What follows belongs to an exercise in optimizing a design on an open flow for small area, a short achievable clock period and few clock cycles per item; a production flow would make more cautious choices.
RTL that was checked went through simulation tests only; none was proved equivalent to the original.
For run 3, only the layout was checked, not whether the RTL still works.

File: config.mk
export PLATFORM = sky130hd
export DESIGN_NAME = frame_sync_period_tracker
export DESIGN_NICKNAME = frame_sync_period_tracker
export VERILOG_FILES = /design/flow/design.v
export SDC_FILE = /design/flow/constraint.sdc
export NUM_CORES = 4
export LEC_CHECK = 0
export CAP_MARGIN = 20
export CORE_MARGIN = 2
export CORE_UTILIZATION = 40
export SLEW_MARGIN = 20
File: constraint.sdc
create_clock -name core_clock -period 8.0 [get_ports {clk}]
set_input_delay 1.6000 -clock core_clock [delete_from_list [all_inputs] [get_ports {clk}]]
set_output_delay 1.6000 -clock core_clock [all_outputs]
set_load 0.01 [all_outputs]
File: design.v
package fspt_pkg;
	localparam int unsigned TICK_W  = 32;
	localparam int unsigned FRAME_W = 16;
	localparam int unsigned LOSS_W  = 8;
	localparam int unsigned LIMIT_W = TICK_W + LOSS_W;
	localparam logic [LOSS_W-1:0] LOSS_FRAMES_RESET = LOSS_W'(3);
	localparam logic REQ_CAPTURE = 1'b0;
	localparam logic REQ_POLL    = 1'b1;
	typedef struct packed {
		logic              req_type;
		logic [TICK_W-1:0] tick_value;
	} fspt_in_t;
	typedef struct packed {
		logic [FRAME_W-1:0] frame_count;
		logic [TICK_W-1:0]  last_capture;
		logic [TICK_W-1:0]  period_estimate;
		logic               in_sync;
		logic               sync_dropped;
	} fspt_out_t;
endpackage
module frame_sync_period_tracker (
	input  logic                                  clk,
	input  logic                                  arst_n,
	input  logic                                  cfg_we,
	input  logic [fspt_pkg::LOSS_W-1:0]           cfg_wdata,
	input  logic                                  in_valid,
	output logic                                  in_ready,
	input  fspt_pkg::fspt_in_t                    in_item,
	output logic                                  out_valid,
	input  logic                                  out_ready,
	output fspt_pkg::fspt_out_t                   out_item
);
	fspt_pkg::fspt_in_t              item_s1;
	logic                            valid_s1;
	fspt_pkg::fspt_out_t             out_item_q;
	logic                            out_valid_q;
	logic [fspt_pkg::LOSS_W-1:0]     loss_q;
	logic [fspt_pkg::FRAME_W-1:0]    frame_q;
	logic [fspt_pkg::TICK_W-1:0]     prev_q;
	logic [fspt_pkg::TICK_W-1:0]     period_q;
	logic                            locked_q;
	logic                            base_q;
	logic                            advance;
	logic [fspt_pkg::TICK_W-1:0]     interval;
	logic [fspt_pkg::TICK_W-1:0]     ema;
	logic [fspt_pkg::LIMIT_W-1:0]    limit;
	logic [fspt_pkg::FRAME_W-1:0]    frame_d;
	logic [fspt_pkg::TICK_W-1:0]     prev_d;
	logic [fspt_pkg::TICK_W-1:0]     period_d;
	logic                            locked_d;
	logic                            base_d;
	logic                            dropped_d;
	assign advance   = valid_s1 && (!out_valid_q || out_ready);
	assign in_ready  = !valid_s1 || advance;
	assign out_valid = out_valid_q;
	assign out_item  = out_item_q;
	assign interval = item_s1.tick_value - prev_q;
	assign ema      = (period_q - (period_q >> 2)) + (interval >> 2);
	assign limit    = fspt_pkg::LIMIT_W'(loss_q) * fspt_pkg::LIMIT_W'(period_q);
	always_comb begin
		frame_d   = frame_q;
		prev_d    = prev_q;
		period_d  = period_q;
		locked_d  = locked_q;
		base_d    = base_q;
		dropped_d = 1'b0;
		case (item_s1.req_type)
			fspt_pkg::REQ_CAPTURE: begin
				frame_d = frame_q + fspt_pkg::FRAME_W'(1);
				if (base_q) begin
					period_d = locked_q ? ema : interval;
					locked_d = 1'b1;
				end
				base_d = 1'b1;
				prev_d = item_s1.tick_value;
			end
			fspt_pkg::REQ_POLL: begin
				if (locked_q && (period_q != '0)
						&& (fspt_pkg::LIMIT_W'(interval) >= limit)) begin
					locked_d  = 1'b0;
					base_d    = 1'b0;
					dropped_d = 1'b1;
				end
			end
			default: begin
				dropped_d = 1'b0;
			end
		endcase
	end
	always_ff @(posedge clk or negedge arst_n) begin
		if (!arst_n) begin
			valid_s1 <= 1'b0;
		end else if (in_ready) begin
			valid_s1 <= in_valid;
		end
	end
	always_ff @(posedge clk) begin
		if (in_valid && in_ready) begin
			item_s1 <= in_item;
		end
	end
	always_ff @(posedge clk or negedge arst_n) begin
		if (!arst_n) begin
			out_valid_q <= 1'b0;
		end else if (advance) begin
			out_valid_q <= 1'b1;
		end else if (out_ready) begin
			out_valid_q <= 1'b0;
		end
	end
	always_ff @(posedge clk) begin
		if (advance) begin
			out_item_q.frame_count     <= frame_d;
			out_item_q.last_capture    <= prev_d;
			out_item_q.period_estimate <= period_d;
			out_item_q.in_sync         <= locked_d;
			out_item_q.sync_dropped    <= dropped_d;
		end
	end
	always_ff @(posedge clk or negedge arst_n) begin
		if (!arst_n) begin
			loss_q   <= fspt_pkg::LOSS_FRAMES_RESET;
			frame_q  <= '0;
			prev_q   <= '0;
			period_q <= '0;
			locked_q <= 1'b0;
			base_q   <= 1'b0;
		end else begin
			if (cfg_we) begin
				loss_q <= cfg_wdata;
			end
			if (advance) begin
				frame_q  <= frame_d;
				prev_q   <= prev_d;
				period_q <= period_d;
				locked_q <= locked_d;
				base_q   <= base_d;
			end
		end
	end
endmodule
File: run.sh
#!/bin/bash
# synth_recipe.tcl (not shown) runs the flow's synth.tcl, then flattens the netlist and writes it again
# the make line also repeats each setting of config.mk as NAME=value (left out here)
make -C /OpenROAD-flow-scripts/flow DESIGN_CONFIG=/design/flow/config.mk WORK_HOME=/design/flow/orfs CLKGATE_MAP_FILE= SYNTH_SCRIPT=/design/flow/synth_recipe.tcl finish
==> results of run 1 <==
-- stage by stage --
stage	util (%)	std cells
2_1_floorplan	-	2231
3_3_place_gp	44.3	2984
3_5_place_dp	44.3	2984
4_1_cts	45.8	3028
5_1_grt	45.9	3031
6_report	45.9	3031
-- logic make-up (layout without fill, tap and decap cells) --
family	Yosys count	after routing	share of synthesized area [%]
xor gates and xnor gates	106	106	4.38
DFF	207	207	27.1
adders and majority gates	368	368	29.2
and+or+nand+nor	646	646	15.7
muxes	61	61	3.15
AOI/OAI and AO/OA	442	442	13.3
buffers and inverters	401	513	7.12
-- cell usage in the layout (no fill, tap or decap), types with 7 or more instances in the layout --
cell and count:
sky130_fd_sc_hd__xnor2_1 64, sky130_fd_sc_hd__a21oi_1 98, sky130_fd_sc_hd__nand2b_1 11, sky130_fd_sc_hd__inv_1 291, sky130_fd_sc_hd__o21bai_1 15, sky130_fd_sc_hd__and3_1 27, sky130_fd_sc_hd__dfrtp_1 84, sky130_fd_sc_hd__xor2_1 42
sky130_fd_sc_hd__a21o_1 56, sky130_fd_sc_hd__a31oi_1 19, sky130_fd_sc_hd__clkdlybuf4s50_1 128, sky130_fd_sc_hd__edfxtp_1 115, sky130_fd_sc_hd__nor3_1 26, sky130_fd_sc_hd__fa_1 211, sky130_fd_sc_hd__o21a_1 26, sky130_fd_sc_hd__or3_1 7
sky130_fd_sc_hd__ha_1 157, sky130_fd_sc_hd__a211oi_1 13, sky130_fd_sc_hd__mux2i_1 14, sky130_fd_sc_hd__clkbuf_16 25, sky130_fd_sc_hd__nor2b_1 15, sky130_fd_sc_hd__nor2_1 51, sky130_fd_sc_hd__nor4_1 13, sky130_fd_sc_hd__and2_1 200
sky130_fd_sc_hd__o21ai_0 137, sky130_fd_sc_hd__buf_4 48, sky130_fd_sc_hd__nand2_1 221, sky130_fd_sc_hd__o211ai_1 7, sky130_fd_sc_hd__nand3_1 25, sky130_fd_sc_hd__nand4_1 21, sky130_fd_sc_hd__mux2_2 47
-- state kept, by name, summed over array words and instances (netlist names) --
name	count
prev_q	32
valid_s1	1
frame_q	16
locked_q	1
loss_q	8
period_q	32
out_item_q	82
out_valid_q	1
item_s1	33
base_q	1
-- how the worst max path moves through the flow --
stage | slack [ns] | endpoint | cells after the start | start
finish | 0.52 | out_item_q[1] | 26 | loss_q[4]
detailed placement | 0.13 | out_item_q[1] | 26 | loss_q[2]
global placement | 0.35 | out_item_q[1] | 26 | loss_q[2]
floorplan | 0.84 | out_item_q[1] | 28 | loss_q[7]
CTS | 0.06 | out_item_q[1] | 26 | loss_q[2]
global route | 0.1 | out_item_q[1] | 26 | loss_q[4]
-- layout make-up --
cell class | count | share of cell area [%]
multi-input combinational | 1623 | 57.9
sequential | 207 | 23.9
timing repair buffer | 176 | 6.80
inverter | 293 | 4.58
tap | 688 | 3.57
clock buffer | 31 | 2.77
clock inverter | 13 | 0.508
-- critical path, delay by kind of cell, from the launching register on --
family	cells	cell delay (ns)
xor gates and xnor gates	1	0.10
AOI/OAI and AO/OA	11	2.40
and+or+nand+nor	5	1.24
buffers and inverters	3	0.31
DFF	1	0.43
adders and majority gates	6	2.74
-- what timing repair did --
action | 4_1_cts | 5_1_grt
resized for setup | 0 | 11
buffers inserted | 0 | 3
endpoints found under the setup margin | 0 | 4
-- per-layer routing --
metal	part of all wire, %	vias up	track usage (%)
met5	0	-	0
met4	3.8	0	7.13
met3	3.6	96	2.02
met2	48	362	35.7
met1	44	7976	28.1
li1	-	7667	-
==> reports/summary.md, run 1 <==
• Area after DPL: 0.0233 sq mm
• total count of hold-check failures in the final report: 0
• multi-input gate area in the final layout: 0.0140 sq mm
• max-slew violations: 0
• DIE WIDTH: 234 microns
• cell at the root of the clock tree: sky130_fd_sc_hd__clkbuf_16
• setup slack of the worst register-to-register path: 0.52 ns
• commonest cells in the netlist: sky130_fd_sc_hd__inv_1, sky130_fd_sc_hd__nand2_1, sky130_fd_sc_hd__fa_1
• hold-fix buffer count after cts: 0
• worst-case headroom to the max-slew limit: 36.7%
• clock tree from TritonCTS: done
• Req. time, crit path: 8.30 ns
• total congestion overflow after global routing: 0
• net count after synthesis: 2,645
• Std-Cell Core Area: 0.0526 sq mm
• Clock Latency Late Sink: 0.54 ns
• worst reg2reg startpoint: loss_q[4]
• wire length of the first global-routing pass: 90.2 mm
• upper clock frequency limit: 134 MHz
• sort of element at the start of the critical path: flop
• filler cell count in the final layout: 5,027
• portion of the clock cycle consumed by the worst path in the final layout: 93.5%
• smallest setup slack after layout: 0.517 ns
• number of buffers inserted by port buffering: 129
• Layout Cell Area excl Fill: 0.0241 sq mm
• run status: timing/DRC/antenna clean
• register bit count reported by yosys: 207
• footprint of the flip-flops and latches: 0.00577 sq mm
• die area: 0.0549 sq mm
• slowest cell on the critical path: sky130_fd_sc_hd__fa_1
• Gate Count Post-Synth: 2,231
• sum of negative setup slack: 0 ns
• transition time at the pin with the least slew margin: 0.946 ns
• cell type with the highest aggregate area in the netlist: sky130_fd_sc_hd__fa_1
• minimum setup slack after placement: 0.128 ns
• terminus of the critical flop-to-flop path: out_item_q[1]
• layout cell share with drive strength beyond 1: 7.17%
• min-delay src: valid_s1
• max incr delay on CP: 0.56 ns
• final number of setup-violating endpoints: 0
• All-Layer GR Usage: 21.0%
• synthesis warning total: 1
• Data arrival, critical path: 7.78 ns
• sink count of the clock tree: 207
• TritonCTS buffer count: 24
• async set-reset flop share out of synthesis: 44.4%
• die span in y: 234 microns
• post-synth design cell area: 0.0212 sq mm
• detailed-routing iteration count for the pre-antenna-repair pass: 5
• largest net degree at the start of global routing: 82
• 1st-iter DRT viols: 897
• # Max-Cap Violations: 0
• weighted congestion reported at the end of routability-driven placement: 0.941
• final-stage net count: 2,739
• synthesis-to-finish area growth: 13.8%
• Worst Setup End Kind: flop
• maximum fanout encountered on the critical timing path: 21
• largest cells by area after synthesis: sky130_fd_sc_hd__fa_1, sky130_fd_sc_hd__edfxtp_1, sky130_fd_sc_hd__dfrtp_1, sky130_fd_sc_hd__ha_1, sky130_fd_sc_hd__and2_1
• Post-synth EDFFs: 115
• Via-to-Cell Ratio: 5.31
• Initial Util: 40.4%
• worst reg2reg path depth: 26
• count of antenna diodes in the layout: 0
• CTS max path bufs: 3
• instance count along the most critical hold path: 1
• type of the worst setup path: flop to flop
• number of nets with antenna violations after routing: 0
• post-synthesis area per instance: 9.51 sq um
• final period demand of the worst path: 7.48 ns
• sum of routed wire length over all layers: 56.1 mm
• leading register cell type out of synthesis: sky130_fd_sc_hd__edfxtp_1
• class of the most critical hold timing path: flop to flop
• sequential area share after synthesis: 27.1%
• number of placed I/O pins: 130
• final-layout worst hold slack: 0.507 ns
• Hold Path End: out_valid_q
• number of global-route vias before repair: 16.6k
• clock-pin slew of the registers on the worst-case setup and hold paths: 0.08 ns
• per-cell routed wire length: 18.5 microns
• H-tree Lvls: 1
• unrepaired setup endpoints after global routing: false
• HPWL after detailed placement: 44.7 mm
• Site Rows: 84
• number of antenna violations at the first check in global routing: 1
• area fraction of the dominant cell type after synthesis: 19.9%
• most instantiated library cell after synthesis: sky130_fd_sc_hd__inv_1
• synth unique cells: 76
• cell type with the highest occurrence count on the critical path: sky130_fd_sc_hd__fa_1
• total number of vias: 16.1k
• post-route DRC violation count: 0
• largest clock skew in the final design: 0.0157 ns
Testbench counts, summed over its fixed seeds: cycles 24,016, items 24,000.
==> run 2: changes to the inputs <==
==> design.v (replaced) <==
package fspt_pkg;
	localparam int unsigned TICK_W  = 32;
	localparam int unsigned FRAME_W = 16;
	localparam int unsigned LOSS_W  = 8;
	localparam int unsigned LIMIT_W = TICK_W + LOSS_W;
	localparam logic [LOSS_W-1:0] LOSS_FRAMES_RESET = LOSS_W'(3);
	localparam logic REQ_CAPTURE = 1'b0;
	localparam logic REQ_POLL    = 1'b1;
	typedef struct packed {
		logic              req_type;
		logic [TICK_W-1:0] tick_value;
	} fspt_in_t;
	typedef struct packed {
		logic [FRAME_W-1:0] frame_count;
		logic [TICK_W-1:0]  last_capture;
		logic [TICK_W-1:0]  period_estimate;
		logic               in_sync;
		logic               sync_dropped;
	} fspt_out_t;
endpackage
module frame_sync_period_tracker (
	input  logic                                  clk,
	input  logic                                  arst_n,
	input  logic                                  cfg_we,
	input  logic [fspt_pkg::LOSS_W-1:0]           cfg_wdata,
	input  logic                                  in_valid,
	output logic                                  in_ready,
	input  fspt_pkg::fspt_in_t                    in_item,
	output logic                                  out_valid,
	input  logic                                  out_ready,
	output fspt_pkg::fspt_out_t                   out_item
);
	logic                            out_valid_q;
	logic                            dropped_q;
	logic [fspt_pkg::LOSS_W-1:0]     loss_q;
	logic [fspt_pkg::FRAME_W-1:0]    frame_q;
	logic [fspt_pkg::TICK_W-1:0]     prev_q;
	logic [fspt_pkg::TICK_W-1:0]     period_q;
	logic                            locked_q;
	logic                            base_q;
	logic                            accept;
	logic [fspt_pkg::TICK_W-1:0]     interval;
	logic [fspt_pkg::TICK_W-1:0]     ema;
	logic [fspt_pkg::LIMIT_W-1:0]    limit;
	logic                            drop;
	assign in_ready  = !out_valid_q || out_ready;
	assign accept    = in_valid && in_ready;
	assign out_valid = out_valid_q;
	assign out_item.frame_count     = frame_q;
	assign out_item.last_capture    = prev_q;
	assign out_item.period_estimate = period_q;
	assign out_item.in_sync         = locked_q;
	assign out_item.sync_dropped    = dropped_q;
	assign interval = in_item.tick_value - prev_q;
	assign ema      = (period_q - (period_q >> 2)) + (interval >> 2);
	assign limit    = fspt_pkg::LIMIT_W'(loss_q) * fspt_pkg::LIMIT_W'(period_q);
	assign drop     = in_item.req_type && locked_q && (period_q != '0)
	                  && (fspt_pkg::LIMIT_W'(interval) >= limit);
	always_ff @(posedge clk or negedge arst_n) begin
		if (!arst_n) begin
			out_valid_q <= 1'b0;
		end else if (accept) begin
			out_valid_q <= 1'b1;
		end else if (out_ready) begin
			out_valid_q <= 1'b0;
		end
	end
	always_ff @(posedge clk) begin
		if (accept) begin
			dropped_q <= drop;
		end
	end
	always_ff @(posedge clk or negedge arst_n) begin
		if (!arst_n) begin
			loss_q   <= fspt_pkg::LOSS_FRAMES_RESET;
			frame_q  <= '0;
			prev_q   <= '0;
			period_q <= '0;
			locked_q <= 1'b0;
			base_q   <= 1'b0;
		end else begin
			if (cfg_we) begin
				loss_q <= cfg_wdata;
			end
			if (accept) begin
				if (in_item.req_type == fspt_pkg::REQ_CAPTURE) begin
					frame_q <= frame_q + fspt_pkg::FRAME_W'(1);
					if (base_q) begin
						period_q <= locked_q ? ema : interval;
						locked_q <= 1'b1;
					end
					base_q <= 1'b1;
					prev_q <= in_item.tick_value;
				end else if (drop) begin
					locked_q <= 1'b0;
					base_q   <= 1'b0;
				end
			end
		end
	end
endmodule
==> run 2 against run 1 <==
Wire length shrank 19%. First-iteration DRC count shrank 18%. Sequential share of layout area down 12 points. Critical path depth did not move. Count of clock-buffer cells in the layout fell by 22. Maximum frequency down 0.87%. Synthesized cell count shrank 12%. Die area down 21%. Still clean.
==> reports/summary.md, run 2 <==
• run status: timing/DRC/antenna clean
• multi-input gate area in the final layout: 0.0130 sq mm, -7.1%
• final-stage net count: 2,445, -11%
• post-synth design cell area: 0.0167 sq mm, -21%
• buffers plus inverters on the worst setup path: 2, -1
• Site Rows: 74, -12%
• number of placed I/O pins: 130, unchanged
• Gate Count Post-Synth: 1,954, -12%
• Std-Cell Core Area: 0.0410 sq mm, -22%
• clock-pin slew of the registers on the worst-case setup and hold paths: 0.08 ns, about the same
• sort of element at the start of the critical path: flop
• footprint of the flip-flops and latches: 0.00232 sq mm, -60%
• async set-reset flop share out of synthesis: 98.9%, +54 points
• count of antenna diodes in the layout: 0, unchanged
• Data arrival, critical path: 7.83 ns, +0.05 ns
• upper clock frequency limit: 132 MHz, -0.87%
• max-slew violations: 0, unchanged
• minimum setup slack after placement: 0.380 ns, +0.252 ns
• number of buffers inserted by port buffering: 129, unchanged
• final number of setup-violating endpoints: 0, unchanged
• number of antenna violations at the first check in global routing: 0, -1
• H-tree Lvls: 3, +2
• post-route DRC violation count: 0, unchanged
• All-Layer GR Usage: 22.0%, +1.0 points
• final period demand of the worst path: 7.55 ns, +0.0654 ns
• portion of the clock cycle consumed by the worst path in the final layout: 94.4%, +0.82 points
• net count after synthesis: 2,368, -10%
• HPWL after detailed placement: 36.8 mm, -18%
• cell type with the highest aggregate area in the netlist: sky130_fd_sc_hd__fa_1
• synthesis-to-finish area growth: 12.6%
• DIE WIDTH: 209 microns, -11%
• Clock Latency Late Sink: 0.38 ns, -0.16 ns
• largest net degree at the start of global routing: 52, -37%
• synthesis warning total: 1, unchanged
• TritonCTS buffer count: 9, -63%
• worst-case headroom to the max-slew limit: 51.8%, +15 points
• number of global-route vias before repair: 14.2k, -14%
• type of the worst setup path: flop to flop
• 1st-iter DRT viols: 735, -18%
• sum of routed wire length over all layers: 45.3 mm, -19%
• total congestion overflow after global routing: 0, unchanged
• CTS max path bufs: 2, -1
• largest cells by area after synthesis: sky130_fd_sc_hd__fa_1, sky130_fd_sc_hd__dfrtp_1, sky130_fd_sc_hd__ha_1, sky130_fd_sc_hd__and2_1, sky130_fd_sc_hd__inv_1
• total number of vias: 13.6k, -15%
• register bit count reported by yosys: 92, -56%
• smallest setup slack after layout: 0.452 ns, -0.0654 ns
• registers with the highest flip-flop counts: period_q x32, prev_q x32, frame_q x16
• most frequent standard cell in the layout excluding fill and tap cells: sky130_fd_sc_hd__inv_1
• slowest cell on the critical path: sky130_fd_sc_hd__dfrtp_1
• post-synthesis area per instance: 8.56 sq um, -10%
• max incr delay on CP: 0.73 ns, +0.17 ns
• Top Family by Delay on Critical Path: compound AO/OA/AOI/OAI gates
• wire length of the first global-routing pass: 76.8 mm, -15%
• unrepaired setup endpoints after global routing: false
• die area: 0.0435 sq mm, -21%
• leading cell types in the layout, fill and taps excluded: sky130_fd_sc_hd__inv_1, sky130_fd_sc_hd__fa_1, sky130_fd_sc_hd__and2_1
• placed cell count: 2,552, -14%
• Initial Util: 40.8%, +0.42 points
• class of the most critical hold timing path: flop to flop
• per-cell routed wire length: 17.7 microns, -4.6%
• Post-synth EDFFs: 1, -99%
• area fraction of the dominant cell type after synthesis: 25.2%, +5.3 points
• Worst Setup End Kind: flop
• most instantiated library cell after synthesis: sky130_fd_sc_hd__inv_1
• clock tree from TritonCTS: done
• total count of hold-check failures in the final report: 0, unchanged
• final non-filler cell total: 2,567, -15%
• Via-to-Cell Ratio: 5.31, -0.12%
• die span in y: 209 microns, -11%
• cell type with the highest occurrence count on the critical path: sky130_fd_sc_hd__fa_1
• sink count of the clock tree: 92, -56%
• Req. time, crit path: 8.28 ns, -0.02 ns
• weighted congestion reported at the end of routability-driven placement: 0.966, +2.6%
• cell at the root of the clock tree: sky130_fd_sc_hd__clkbuf_16
• # Max-Cap Violations: 0, unchanged
• filler cell count in the final layout: 4,068, -19%
• leading register cell type out of synthesis: sky130_fd_sc_hd__dfrtp_1
• number of nets with antenna violations after routing: 0, unchanged
• synth unique cells: 84, +11%
• layout cell share with drive strength beyond 1: 4.42%, -2.7 points
• commonest cells in the netlist: sky130_fd_sc_hd__inv_1, sky130_fd_sc_hd__fa_1, sky130_fd_sc_hd__and2_1
• largest clock skew in the final design: 0.0175 ns, +0.00178 ns
• transition time at the pin with the least slew margin: 0.723 ns, -0.224 ns
• sum of negative setup slack: 0 ns, unchanged
• detailed-routing iteration count for the pre-antenna-repair pass: 5, unchanged
• sequential area share after synthesis: 13.8%, -13 points
• maximum fanout encountered on the critical timing path: 13, -38%
• number of setup buffers added after CTS: 0, unchanged
• final design utilization: 45.9%, about the same
## run 2: changes by cell type after synthesis, moves of 12 or more
cell | previous run | this run
sky130_fd_sc_hd__edfxtp_1 | 115 | 1
sky130_fd_sc_hd__o21ai_0 | 137 | 91
sky130_fd_sc_hd__mux2_2 | 47 | 11
sky130_fd_sc_hd__nand2_1 | 221 | 190
sky130_fd_sc_hd__nor2_1 | 52 | 76
sky130_fd_sc_hd__clkbuf_1 | 96 | 78
sky130_fd_sc_hd__and3_1 | 27 | 14
sky130_fd_sc_hd__o21a_1 | 26 | 14
## run 2: cell type report
cell class | count | area share (%)
flip-flops and latches | 92 | 12.3
clock buffers | 9 | 1.20
inverters | 288 | 5.74
multi-input cells | 1482 | 68.9
clock inverters | 6 | 0.292
repair buffers | 158 | 8.00
well taps | 532 | 3.53
## run 2: worst paths after layout
path | to | cells after the start | slack, ns | startpoint
setup / recovery | locked_q | 26 | 0.45 | period_q[6]
hold / removal | frame_q[15] | 1 | 0.49 | frame_q[15]
setup reg to reg | locked_q | 26 | 0.45 | period_q[6]
hold reg to reg | frame_q[15] | 1 | 0.49 | frame_q[15]
max in group asynchronous | period_q[1] | 2 | 5.56 | arst_n
min in group asynchronous | prev_q[31] | 1 | 1.25 | arst_n
## run 2: what timing repair did
item                       CTS  global route
hold buffers                 0             0
setup endpoints to repair    0             3
resized for setup            0             8
## run 2: cell families (layout without fill, tap and decap cells)
kind of cell	Yosys count	count (layout)	synth area share, %
mux	20	20	1.28
flops	92	92	13.8
compound gates	389	389	15.5
simple gates	611	611	18.8
buf+inv	380	461	8.67
fa+ha+maj	368	368	37.0
xor+xnor	94	94	4.92
## run 2: metrics by stage
stage	instance area, sq um	hold slack (ns)
after floorplan	16700	0.493
after global placement	18500	0.466
after detailed placement	18500	0.475
after CTS	18800	0.495
after global routing	18800	0.515
final	18800	0.488
## run 2: worst reg2reg max path: cells and delay by family (launching register included)
kind                       cells  cell delay [ns]
and+or+nand+nor                4             0.67
buffers and inverters          2             0.10
DFF                            1             0.73
AOI/OAI and AO/OA             13             3.20
xor gates and xnor gates       1             0.15
adders and majority gates      6             2.63
## run 2: layer usage
layer	GRT usage [%]	share of wire, %
met5	0	0
met4	4.49	1.3
met3	3.12	4.7
met2	34.7	45
met1	32.2	49
Testbench counts of run 2, summed over its fixed seeds: cycles 24,008, items 24,000.
==> run 3: changes to the inputs <==
--- a/design.v
+++ b/design.v
@@ -41,5 +41,10 @@
 	logic                            accept;
+	logic [fspt_pkg::TICK_W-1:0]     tick;
 	logic [fspt_pkg::TICK_W-1:0]     interval;
 	logic [fspt_pkg::TICK_W-1:0]     ema;
-	logic [fspt_pkg::LIMIT_W-1:0]    limit;
+	logic [fspt_pkg::TICK_W-1:0]     ema_base;
+	logic [fspt_pkg::TICK_W-1:0]     ema_sum;
+	logic [40:0]                     deadline;
+	logic                            wrap;
+	logic                            borrow;
 	logic                            drop;
@@ -53,7 +58,44 @@
 	assign out_item.sync_dropped    = dropped_q;
-	assign interval = in_item.tick_value - prev_q;
-	assign ema      = (period_q - (period_q >> 2)) + (interval >> 2);
-	assign limit    = fspt_pkg::LIMIT_W'(loss_q) * fspt_pkg::LIMIT_W'(period_q);
+	assign tick     = in_item.tick_value;
+	assign interval = tick - prev_q;
+	assign wrap     = tick < prev_q;
+	assign borrow   = tick[1:0] < prev_q[1:0];
+	assign ema_base = period_q - (period_q >> 2) - (prev_q >> 2) - fspt_pkg::TICK_W'(1);
+	assign ema_sum  = ema_base + (tick >> 2) + fspt_pkg::TICK_W'(!borrow);
+	assign ema      = ema_sum + {wrap, 30'd0};
+	localparam logic [40:0] SIGN_FIX = 41'h0 - 41'h00aa_0000_0000;
+	logic [8:0]  lb;
+	logic [3:0]  b_one, b_two, b_neg;
+	logic [32:0] b_mag [4];
+	logic [40:0] d_row [6];
+	assign lb = {loss_q, 1'b0};
+	always_comb begin
+		for (int i = 0; i < 4; i++) begin
+			b_one[i] = lb[2*i+1] ^ lb[2*i];
+			b_two[i] = (lb[2*i+2] & ~lb[2*i+1] & ~lb[2*i]) | (~lb[2*i+2] & lb[2*i+1] & lb[2*i]);
+			b_neg[i] = lb[2*i+2] & ~(lb[2*i+1] & lb[2*i]);
+			b_mag[i] = ({1'b0, period_q} & {33{b_one[i]}}) | ({period_q, 1'b0} & {33{b_two[i]}});
+			b_mag[i] = b_mag[i] ^ {33{b_neg[i]}};
+		end
+		d_row[0] = {1'b0, ~b_neg[3], 1'b0, ~b_neg[2], 1'b0, ~b_neg[1], 1'b0, ~b_neg[0], b_mag[0]};
+		d_row[1] = {6'd0, b_mag[1], 1'b0, b_neg[0]};
+		d_row[2] = {4'd0, b_mag[2], 1'b0, b_neg[1], 2'd0};
+		d_row[3] = {2'd0, b_mag[3], 1'b0, b_neg[2], 4'd0};
+		d_row[4] = {1'b0, period_q & {32{loss_q[7]}}, 1'b0, b_neg[3], 6'd0};
+		d_row[5] = {9'h0, prev_q} + SIGN_FIX;
+	end
+	logic [40:0] c_s0, c_c0, c_s1, c_c1, c_s2, c_c2, c_s3, c_c3;
+	assign c_s0 = d_row[0] ^ d_row[1] ^ d_row[2];
+	assign c_c0 = ((d_row[0] & d_row[1]) | (d_row[0] & d_row[2]) | (d_row[1] & d_row[2])) << 1;
+	assign c_s1 = d_row[3] ^ d_row[4] ^ d_row[5];
+	assign c_c1 = ((d_row[3] & d_row[4]) | (d_row[3] & d_row[5]) | (d_row[4] & d_row[5])) << 1;
+	assign c_s2 = c_s0 ^ c_c0 ^ c_s1;
+	assign c_c2 = ((c_s0 & c_c0) | (c_s0 & c_s1) | (c_c0 & c_s1)) << 1;
+	assign c_s3 = c_s2 ^ c_c2 ^ c_c1;
+	assign c_c3 = ((c_s2 & c_c2) | (c_s2 & c_c1) | (c_c2 & c_c1)) << 1;
+	assign deadline = c_s3 + c_c3;
 	assign drop     = in_item.req_type && locked_q && (period_q != '0)
-	                  && (fspt_pkg::LIMIT_W'(interval) >= limit);
+	                  && (deadline[40:33] == '0)
+	                  && (deadline[32] ? (wrap && (tick >= deadline[31:0]))
+	                                   : (wrap || (tick >= deadline[31:0])));
 	always_ff @(posedge clk or negedge arst_n) begin
--- a/config.mk
+++ b/config.mk
@@ -10,2 +10,3 @@
 export CORE_UTILIZATION = 40
+export SETUP_SLACK_MARGIN = 4.0
 export SLEW_MARGIN = 20
==> run 3 against run 2 <==
Clock skew grew 0.0018 ns. Synthesized area grew 2.3%. Cell count grew 3.9%. Via count grew 13%. Utilization grew 3.9 points. Count of clock-buffer cells in the layout is the same. Largest cell class unchanged. Critical path depth grew 6. Critical path type unchanged. Flip-flop and latch count is the same.
==> reports/summary.md, run 3 <==
• run status: timing/DRC/antenna clean
• area fraction of the dominant cell type after synthesis: 21.7%, -3.5 points
• maximum fanout encountered on the critical timing path: 19, +6
• portion of the clock cycle consumed by the worst path in the final layout: 86.8%, -7.5 points
• cell type with the highest aggregate area in the netlist: sky130_fd_sc_hd__fa_1
• cell at the root of the clock tree: sky130_fd_sc_hd__clkbuf_16
• total number of vias: 15.4k, +13%
• layout cell share with drive strength beyond 1: 14.8%, +10 points
• number of placed I/O pins: 130, unchanged
• Clock Latency Late Sink: 0.42 ns, +0.04 ns
• # Max-Cap Violations: 0, unchanged
• H-tree Lvls: 3, unchanged
• Gate Count Post-Synth: 1,997, +2.2%
• post-route DRC violation count: 0, unchanged
• largest cells by area after synthesis: sky130_fd_sc_hd__fa_1, sky130_fd_sc_hd__dfrtp_1, sky130_fd_sc_hd__ha_1, sky130_fd_sc_hd__xnor2_1, sky130_fd_sc_hd__inv_1
• number of global-route vias before repair: 15.9k, +12%
• die span in y: 211 microns, +1.1%
• cell type with the highest occurrence count on the critical path: sky130_fd_sc_hd__ha_1
• total count of hold-check failures in the final report: 0, unchanged
• CTS max path bufs: 2, unchanged
• per-cell routed wire length: 21.6 microns, +22%
• transition time at the pin with the least slew margin: 1.02 ns, +0.292 ns
• final period demand of the worst path: 6.95 ns, -0.600 ns
• number of nets with antenna violations after routing: 0, unchanged
• Std-Cell Core Area: 0.0421 sq mm, +2.7%
• register bit count reported by yosys: 92, unchanged
• synth unique cells: 79, -6.0%
• hold-fix buffer count after cts: 0, unchanged
• max-slew violations: 0, unchanged
• Req. time, crit path: 8.26 ns, -0.02 ns
• sort of element at the start of the critical path: flop
• post-synthesis area per instance: 8.58 sq um, +0.14%
• Data arrival, critical path: 7.21 ns, -0.62 ns
• sequential area share after synthesis: 13.5%, -0.32 points
• leading register cell type out of synthesis: sky130_fd_sc_hd__dfrtp_1
• synthesis-to-finish area growth: 22.6%
• post-synth design cell area: 0.0171 sq mm, +2.3%
• smallest setup slack after layout: 1.05 ns, +0.600 ns
• worst-case headroom to the max-slew limit: 32.3%, -20 points
• final-stage net count: 2,513, +2.8%
• number of buffers inserted by port buffering: 129, unchanged
• registers with the highest flip-flop counts: period_q x32, prev_q x32, frame_q x16
• met3 GRT Util: 3.97%, +0.85 points
• largest net degree at the start of global routing: 64, +23%
• slowest cell on the critical path: sky130_fd_sc_hd__dfstp_2
• final design utilization: 49.8%, +3.9 points
• commonest cells in the netlist: sky130_fd_sc_hd__inv_1, sky130_fd_sc_hd__fa_1, sky130_fd_sc_hd__ha_1
• final non-filler cell total: 2,667, +3.9%
• upper clock frequency limit: 144 MHz, +8.6%
• synthesis warning total: 3, +2
• net count after synthesis: 2,388, +0.84%
• Worst Setup End Kind: flop
• unrepaired setup endpoints after global routing: true
• Post-synth EDFFs: 1, unchanged
• clock-pin slew of the registers on the worst-case setup and hold paths: 0.08 ns, about the same
• type of the worst setup path: flop to flop
• sum of negative setup slack: 0 ns, unchanged
• minimum setup slack after placement: 0.524 ns, +0.144 ns
• class of the most critical hold timing path: flop to flop
• Initial Util: 40.6%, -0.15 points
• leading cell types in the layout, fill and taps excluded: sky130_fd_sc_hd__inv_1, sky130_fd_sc_hd__fa_1, sky130_fd_sc_hd__nand2_1
• sink count of the clock tree: 92, unchanged
• most heavily used metal layer in global routing: met2
• 1st-iter DRT viols: 1,189, +62%
• placed cell count: 2,585, +1.3%
• most instantiated library cell after synthesis: sky130_fd_sc_hd__inv_1
• TritonCTS buffer count: 9, unchanged
• GR Util met1: 35.6%, +3.4 points
• Site Rows: 75, +1.4%
• clock tree from TritonCTS: done
• wire length of the first global-routing pass: 91.2 mm, +19%
• largest clock skew in the final design: 0.0192 ns, +0.00177 ns
• total congestion overflow after global routing: 0, unchanged
• All-Layer GR Usage: 26.6%, +4.6 points
• DIE WIDTH: 211 microns, +1.1%
• met2 demand-to-capacity share in global routing: 43.6%, +8.9 points
• async set-reset flop share out of synthesis: 98.9%, unchanged
• Via-to-Cell Ratio: 5.77, +8.8%
• max incr delay on CP: 0.59 ns, -0.14 ns
• sum of routed wire length over all layers: 57.6 mm, +27%
• most frequent standard cell in the layout excluding fill and tap cells: sky130_fd_sc_hd__inv_1
• HPWL after detailed placement: 42.9 mm, +17%
• die area: 0.0445 sq mm, +2.3%
• final number of setup-violating endpoints: 0, unchanged
• number of antenna violations at the first check in global routing: 1, +1
• detailed-routing iteration count for the pre-antenna-repair pass: 5, unchanged
• weighted congestion reported at the end of routability-driven placement: 0.985, +2.0%
[run 3: cell count changes after synthesis, sizes merged, moves of 10 or more]
cell    change
a21oi      +10
a22oi      +87
and2      -190
clkbuf     +23
fa         -25
inv        -13
nand2      -43
nand2b     +10
o21ai      +13
o22ai      +31
xnor2      +63
xor2       +64
[run 3: path summary, 6_finish.rpt]
| kind | startpoint | end | cells past startpoint | slack [ns] |
|---|---|---|---|---|
| max | loss_q[1] | locked_q | 32 | 1.05 |
| min | frame_q[3] | frame_q[3] | 1 | 0.50 |
| max reg2reg | loss_q[1] | locked_q | 32 | 1.05 |
| min reg2reg | frame_q[3] | frame_q[3] | 1 | 0.50 |
| max in group asynchronous | arst_n | period_q[25] | 2 | 5.59 |
| min in group asynchronous | arst_n | prev_q[1] | 1 | 1.12 |
[run 3: critical path, delay by kind of cell (launching register included)]
kind                     cells  cell delay [ns]
adder cells (fa/ha/maj)      6             2.28
AO/OA/AOI/OAI               14             2.07
AND/OR/NAND/NOR              6             1.00
flip-flops                   1             0.59
buffers and inverters        4             0.52
XOR/XNOR                     2             0.32
[run 3: metrics by stage]
stage          cell area (sq um)  hold slack, ns
2_1_floorplan              17500           0.495
3_3_place_gp               19200           0.472
3_5_place_dp               19200           0.475
4_1_cts                    20600           0.495
5_1_grt                    21000           0.513
6_report                   21000           0.495
[run 3: kinds of logic after synthesis]
logic type | share of synthesized area, %
and+or+nand+nor | 10.6
adders and majority gates | 33.4
AOI/OAI and AO/OA | 21.5
buffers and inverters | 8.53
xor gates and xnor gates | 11.3
muxes | 1.18
DFF | 13.5
[run 3: timing repair]
action | 4_1_cts | 5_1_grt
gates cloned | 3 | 0
setup endpoints to repair | 35 | 32
gates resized for setup | 172 | 66
pin swaps | 85 | 54
setup buffers | 44 | 18
[run 3: final cells by class]
class / instances / area (sq um)
timing repair buffer: 222 / 2130
inverter: 275 / 1050
clock buffer: 9 / 225
fill: 3964 / 21100
tap: 539 / 674
antenna: 1 / 2.50
clock inverter: 7 / 91.3
multi-input combinational: 1522 / 14500
sequential: 92 / 2310
[run 3: layer usage]
metal  routed length [microns]  vias to the layer above
met2                     27300                      497
met1                     24800                     7729
met3                      3720                       92
met5                         0                        -
li1                          -                     7071
met4                      1740                        0

==> what the ideal ports hide <==
Ports are ideal in the flow. The routed layouts listed here were re-timed in OpenROAD. Step 1: set_driving_cell puts a clkbuf_16 on clk and a buf_2 on each other input, an assumption about the parent block. Step 2 times the ports against the registers' clock, not the clock port: input delays grow and output delays shrink by t, the midpoint of the rising clock arrivals with the driver on. Three values: ideal, step 1, step 2; two values: the first two.
run | t (ns) | setup slack, ns | slew at the worst register clock pin (ns) | worst slew at a driven data input, ns
run 1 | 0.585 | 0.517 / 0.517 / 0.517 | 0.08 / 0.08 | 0.06
run 2 | 0.428 | 0.452 / 0.452 / 0.405 | 0.08 / 0.08 | 0.06
run 3 | 0.468 | 1.052 / 1.052 / 1.052 | 0.09 / 0.09 | 0.06
After both steps every run listed still meets setup and hold. For run 2, which loses most, drivers alone change the setup slack by 0.000 ns; drivers and shift together by -0.047 ns.
